What follows belongs to an exercise in optimizing a design on an open flow for small area, a short achievable clock period and few clock cycles per item; a production flow would make more cautious choices. Only simulation tests tie the RTL to the original design; equivalence was not proved. Power figures rest on the tool's default switching activity, not on a simulated workload.

### flow/design.v
module bounded_ordered_list_engine_top (
	input  logic               clk,
	input  logic               arst_n,
	input  logic               start,
	output logic               busy,
	input  logic [2:0]         req_type,
	input  logic [4:0]         position,
	input  logic signed [31:0] value,
	output logic               done,
	output logic [2:0]         status,
	output logic signed [31:0] out_value,
	output logic [4:0]         out_position,
	output logic [4:0]         removed_count,
	output logic [4:0]         entry_count
);
	localparam int N = 16;
	localparam logic [2:0] R_INS_AT = 3'd0, R_INS_SORT = 3'd1, R_DEL_AT = 3'd2,
		R_DEL_EQ = 3'd3, R_SEARCH = 3'd4, R_XMIN = 3'd5;
	localparam logic [2:0] ST_OK = 3'd0, ST_EMPTY = 3'd1, ST_BADPOS = 3'd2, ST_FULL = 3'd3,
		ST_NOTFOUND = 3'd4;
	logic [N-1:0][31:0] lst;      
	logic [N-1:0] vld;            
	logic [4:0]   cnt;            
	logic [N*N-1:0] less;         
	logic         rv;             
	logic [2:0]   rtype;
	logic [31:0]  rval;
	logic [N-1:0] rp1h;           
	logic [N-1:0] rpth;           
	logic [4:0]   racc;           
	logic is_ia, is_is, is_da, is_de, is_se, is_xm;
	assign is_ia = (rtype == R_INS_AT);
	assign is_is = (rtype == R_INS_SORT);
	assign is_da = (rtype == R_DEL_AT);
	assign is_de = (rtype == R_DEL_EQ);
	assign is_se = (rtype == R_SEARCH);
	assign is_xm = (rtype == R_XMIN);
	logic full, empty;
	assign full  = vld[N-1];
	assign empty = !vld[0];
	logic [N-1:0] eq, gt, lt, e, g, m;
	for (genvar i = 0; i < N; i++) begin : g_cmp
		assign eq[i] = (lst[i] == rval);
		assign gt[i] = ({~lst[i][31], lst[i][30:0]} > {~rval[31], rval[30:0]});
		assign lt[i] = !eq[i] && !gt[i];
		assign e[i]  = eq[i] && vld[i];
		assign g[i]  = gt[i] || !vld[i];
	end
	for (genvar i = 0; i < N; i++) begin : g_min
		logic [N-1:0] ok;
		for (genvar j = 0; j < N; j++) begin : g_j
			if (j < i) begin : g_lo
				assign ok[j] = less[j*N+i];
			end else if (j > i) begin : g_hi
				assign ok[j] = !vld[j] || !less[i*N+j];
			end else begin : g_self
				assign ok[j] = vld[i];
			end
		end
		assign m[i] = &ok;
	end
	logic [N-1:0] te, tgs, tm;
	always_comb begin
		te[0] = e[0]; tgs[0] = g[0]; tm[0] = m[0];
		for (int i = 1; i < N; i++) begin
			te[i]  = te[i-1]  | e[i];
			tgs[i] = tgs[i-1] | g[i];
			tm[i]  = tm[i-1]  | m[i];
		end
	end
	logic any_eq, multi_eq;
	assign any_eq   = te[N-1];
	assign multi_eq = |(e & {te[N-2:0], 1'b0});
	logic ins_pos_ok, del_pos_ok;
	assign ins_pos_ok = |(rp1h & {vld[N-2:0], 1'b1});
	assign del_pos_ok = |(rp1h & vld);
	logic do_ins, do_del, more;
	logic [N-1:0] tg, td;         
	assign do_ins = rv && !full && ((is_ia && ins_pos_ok) || is_is);
	assign do_del = rv && ((is_da && del_pos_ok) || (is_de && any_eq) || (is_xm && !empty));
	assign tg = is_ia ? rpth : tgs;
	assign td = is_da ? rpth : (is_de ? te : tm);
	assign more = is_de && multi_eq;
	assign busy = rv && more;
	assign done = rv && !more;
	always_comb begin
		status = ST_OK;
		case (rtype)
			R_INS_AT:   status = full ? ST_FULL : (ins_pos_ok ? ST_OK : ST_BADPOS);
			R_INS_SORT: status = full ? ST_FULL : ST_OK;
			R_DEL_AT:   status = empty ? ST_EMPTY : (del_pos_ok ? ST_OK : ST_BADPOS);
			R_DEL_EQ:   status = empty ? ST_EMPTY : ((racc == 5'd0 && !any_eq) ? ST_NOTFOUND : ST_OK);
			R_SEARCH:   status = empty ? ST_EMPTY : (any_eq ? ST_OK : ST_NOTFOUND);
			R_XMIN:     status = empty ? ST_EMPTY : ST_OK;
			default:    status = ST_OK;
		endcase
	end
	logic [N-1:0] vsel, psel;
	assign vsel = is_da ? (rp1h & vld) : (is_xm ? m : '0);
	assign psel = is_se ? (te & ~{te[N-2:0], 1'b0}) : (is_xm ? m : '0);
	always_comb begin
		out_value = '0;
		out_position = '0;
		for (int i = 0; i < N; i++) begin
			out_value = out_value | (lst[i] & {32{vsel[i]}});
			out_position = out_position | (5'(i + 1) & {5{psel[i]}});
		end
	end
	assign removed_count = is_de ? racc + 5'(any_eq) : 5'd0;
	assign entry_count = do_ins ? cnt + 5'd1 : (do_del ? cnt - 5'd1 : cnt);
	logic accept;
	assign accept = start && !busy;
	always_ff @(posedge clk or negedge arst_n) begin
		if (!arst_n) begin
			rv <= 1'b0;
		end else begin
			rv <= accept || more && rv;
		end
	end
	always_ff @(posedge clk) begin
		if (accept) begin
			rtype <= req_type;
			rval  <= value;
			racc  <= '0;
			for (int i = 0; i < N; i++) begin
				rp1h[i] <= (position == 5'(i + 1));
				rpth[i] <= (position != 5'd0) && (position <= 5'(i + 1));
			end
		end else begin
			racc <= racc + 5'd1;
		end
	end
	always_ff @(posedge clk or negedge arst_n) begin
		if (!arst_n) begin
			vld <= '0;
			cnt <= '0;
		end else if (do_ins) begin
			vld <= {vld[N-2:0], 1'b1};
			cnt <= cnt + 5'd1;
		end else if (do_del) begin
			vld <= {1'b0, vld[N-1:1]};
			cnt <= cnt - 5'd1;
		end
	end
	for (genvar i = 0; i < N; i++) begin : g_ent
		logic after, at;              
		if (i == 0) begin : g_h
			assign after = 1'b0;
			assign at = tg[0];
		end else begin : g_t
			assign after = tg[i-1];
			assign at = tg[i] && !tg[i-1];
		end
		logic [31:0] prv, nxt;
		if (i == 0) begin : g_p0
			assign prv = lst[0];
		end else begin : g_p
			assign prv = lst[i-1];
		end
		if (i == N - 1) begin : g_nl
			assign nxt = lst[i];
		end else begin : g_n
			assign nxt = lst[i+1];
		end
		always_ff @(posedge clk) begin
			if (do_ins) begin
				if (after) lst[i] <= prv;
				else if (at) lst[i] <= rval;
			end else if (do_del) begin
				if (td[i]) lst[i] <= nxt;
			end
		end
		for (genvar j = i + 1; j < N; j++) begin : g_less
			logic ins_keep_i, ins_move, del_keep_i, del_move;
			if (j - 1 > i) begin : g_ki
				assign ins_keep_i = less[i*N+j-1];
			end else begin : g_ki0
				assign ins_keep_i = 1'b0;    
			end
			if (i > 0) begin : g_mv
				assign ins_move = less[(i-1)*N+j-1];
			end else begin : g_mv0
				assign ins_move = 1'b0;      
			end
			if (j < N - 1) begin : g_dl
				assign del_keep_i = less[i*N+j+1];
				assign del_move = less[(i+1)*N+j+1];
			end else begin : g_dl0
				assign del_keep_i = less[i*N+j];
				assign del_move = less[i*N+j];
			end
			always_ff @(posedge clk) begin
				if (do_ins) begin
					if (tg[j] && !tg[j-1]) less[i*N+j] <= gt[i];
					else if (tg[j-1]) begin
						if (!tg[i]) less[i*N+j] <= ins_keep_i;
						else if (at) less[i*N+j] <= lt[j-1];
						else less[i*N+j] <= ins_move;
					end
				end else if (do_del) begin
					if (td[j]) begin
						if (!td[i]) less[i*N+j] <= del_keep_i;
						else less[i*N+j] <= del_move;
					end
				end
			end
		end
	end
endmodule
### flow/run.sh
#!/bin/bash
# synth_recipe.tcl (not shown) runs the flow's synth.tcl, then flattens the netlist and writes it again
# the make line also repeats each setting of config.mk as NAME=value (left out here)
make -C /OpenROAD-flow-scripts/flow DESIGN_CONFIG=/design/flow/config.mk WORK_HOME=/design/flow/orfs CLKGATE_MAP_FILE= SYNTH_SCRIPT=/design/flow/synth_recipe.tcl finish
### flow/config.mk
export PLATFORM = sky130hd
export DESIGN_NAME = bounded_ordered_list_engine_top
export DESIGN_NICKNAME = bounded_ordered_list_engine_top
export VERILOG_FILES = /design/flow/design.v
export SDC_FILE = /design/flow/constraint.sdc
export NUM_CORES = 4
export LEC_CHECK = 0
export CAP_MARGIN = 20
export CORE_MARGIN = 2
export CORE_UTILIZATION = 40
export SLEW_MARGIN = 20
### flow/constraint.sdc
create_clock -name core_clock -period 20.0 [get_ports {clk}]
set_input_delay 4.0000 -clock core_clock [delete_from_list [all_inputs] [get_ports {clk}]]
set_output_delay 4.0000 -clock core_clock [all_outputs]
set_load 0.01 [all_outputs]
==> summary.txt <==
Port Buffers=94; Crit Path Category=flop to output port; DR iter-0 viols=9,166; FF+latch count, synth=726; initial antenna violation count=5; initial core utilization=40.21%; Max rail drop VDD=about 0.000068 V; Final Util=44.73%; setup TNS=0 ps; Die Span Y=375.3 µm; most frequent cells in the layout=nand2_1, edfxtp_1, o21ai_0, ha_1, nor2_1; Pwr Density=approximately 100 nW/µm²; worst hold path class=flop to flop; Final Net Count=6,476; synthesized area=roughly 55,000 µm²; share of cells above drive strength 1=7.016%; area grow syn2layout=11.25%; deepest clock path buffer count=3; Non-Filler Instances=7,784; vias in the first global route=just under 50,000; CTS Sinks=~730; critical path startpoint category=flop; TritonCTS Buffers=90; placer congestion estimate=approximately 1.0; post-route setup slack=8699 ps; CTS tree=yes; area leader, netlist=edfxtp_1; Pleak=24.25 nW; first-pass GRT wire length=378,600 µm; total grt overflow=0; final-layout fill cell count=13,240; Worst Path Arrival=~7300 ps; IO Pins=95; RSZ-0062 raised after global routing=no; maxcap violations=0; grt met2 use=54.34%; Slew HR=around 14%; Routed WL=271,800 µm; Synth top area share=between 30% and 40%; Most used DFF post-synth=edfxtp_1; Placed Cells=7,617; CTS Root Cell=clkbuf_16; critical path capture point type=output port; Row Count=136; die area=140,900 µm²; worst-skew pair later-pin latency=760 ps; minimum clock period=11,300 ps; width of the die=375.3 µm; WP data required=16,000 ps; final setup violation count=0; Post-Syn Nets=6,566; CP max FO=31; dpl hpwl=182,700 µm; worst clock skew=50.77 ps; Multi-input gate area=32,080 µm²; post_cts resized=0; total power=6.349 mW; hold violation total from the final report=0; EDFF count, synth=699; htree depth=3; Place WS=9762 ps; met1 usage=49.54%; grt met3 use=9.305%; total core area=137,200 µm²; # hold bufs at CTS=0; Area contributors post-synth=edfxtp_1, ha_1, mux2i_1; outcome=finished clean; most crowded layer after global routing=met2; Clock Pin Slew Worst Setup and Hold Paths=about 60 ps; ANT nets after route=0; Via density=a little under 7; routed length per placed instance=34.92 µm; post-synthesis area per instance=between 9 and 10 µm²; Post-CTS Setup Inserts=0; synth unique cells=95; vias post-DR=approximately 54,000; Post-route DRC=0; Sequential cell area=between 20,000 and 25,000 µm²; Ys Warns=1; GRT Total Usage=between 30% and 40%; fin crit share=56.50%; Cells after Synth=6,005; worst slew pin tran=1273 ps; Post-synth ARST share=3.030%; post-synthesis sequential area ratio=around two fifths; commonest non-fill, non-tap cell in the layout=nand2_1; max-slew violations=0; pin count of the biggest net entering global routing=240; First-pass DRT Iterations=11; f_max=0.08849 GHz
[power by group]
group	switching (mW)	internal (mW)
logic	1.46	0.786
registers	0.380	2.01
clock network	0.754	0.960
total	2.59	3.76
[critical path, stage by stage, from the launching register on]
cell	delay [ps]
edfxtp_1	550
clkinv_1	810
ha_1	660
nand4_1	290
nor4_1	1060
nand3_1	440
nand4_1	320
nor4_1	70
buf_4	170
nand2_1	170
nor2_1	110
a21oi_1	300
o21ai_4	170
buf_4	390
nand2_1	180
xnor2_1	170
clkdlybuf4s50_1	580
[logic make-up after synthesis]
family,synth area share [%]
buf+inv,3.716
compound gates,21.48
simple gates,15.76
fa+ha+maj,11.77
mux,7.837
xor+xnor,0.1906
flops,39.24
[path summary, 6_finish.rpt]
path                          start                       endpoint  slack (ps)  depth (start not counted)
max                        rval[27]                 entry_count[0]        8700                         16
min                          cnt[4]                         cnt[4]         460                          1
max reg2reg                rval[27]  g_ent[12].g_less[13].del_move       11900                         15
min reg2reg                  cnt[4]                         cnt[4]         460                          1
max in group asynchronous    arst_n                         vld[1]       16100                          2
min in group asynchronous    arst_n                         cnt[4]        3620                          2
[layer usage]
metal  share of wire, %  wire [µm]  vias to the layer above
li1                   -          -                    22790
met1                 39     104800                    26080
met2                 41     112200                     4220
met3                 12      33750                     1059
met4                7.7      21040                        2
met5             0.0037         10                        -
[sequential cells by signal (all words and copies together) (netlist names)]
name and count:
lst 512, g_ent.g_less.del_move 95, rval 32, g_ent.g_less.del_keep_i 16, rp1h 16, rpth 16, vld 16, cnt 5
g_ent.g_less.ins_move 5, racc 5, g_ent.g_less.ins_keep_i 4, rtype 3, rv 1
[metrics by stage]
stage	hold WS, ps	area [µm²]
finish	463.0	61350
global route	478.8	61340
CTS	468.5	61340
detailed placement	449.9	58370
global placement	456.9	58350
floorplan	444.6	55150
[cell type report]
class | count | share of cell area [%]
Antenna cell | 4 | 0.01631
Timing Repair Buffer | 233 | 3.255
Inverter | 111 | 0.6791
Multi-Input combinational cell | 4753 | 52.28
Sequential cell | 726 | 35.27
Clock buffer | 109 | 3.820
Tap cell | 1794 | 3.659
Clock inverter | 54 | 1.018
[Yosys cell counts, drive strengths merged, types with 93 or more instances]
library cell	n
a22o	145
edfxtp	699
nand2	903
a31oi	127
a21oi	411
nand3	93
nor2	458
mux2i	383
o21ai	616
ha	518
a221oi	160
nand4	202
clkbuf	336
Testbench counts, summed over its fixed seeds: cycles 16,171, items 16,000.

## separate check: timing with driven ports
Ports are ideal in the flow. The routed layout listed here was re-timed in OpenROAD. Step 1 assumes that a clkbuf_16 drives the clock port and a buf_2 every other input. Step 2 also shifts input and output timing later by t, the mid clock arrival at the registers, as if the neighbouring blocks saw the same clock. a / b / c = ideal ports / drivers / drivers and shift; a / b = the first two.
t, ns: 0.820
slack for setup (ns): 8.699 / 8.617 / 9.437
worst slew at a driven data input, ns: 0.12
pins driven straight from the clock port: 1
After both steps this run still meets setup and hold. The setup slack of this run moves by -0.082 ns with the drivers and by +0.738 ns with both steps.
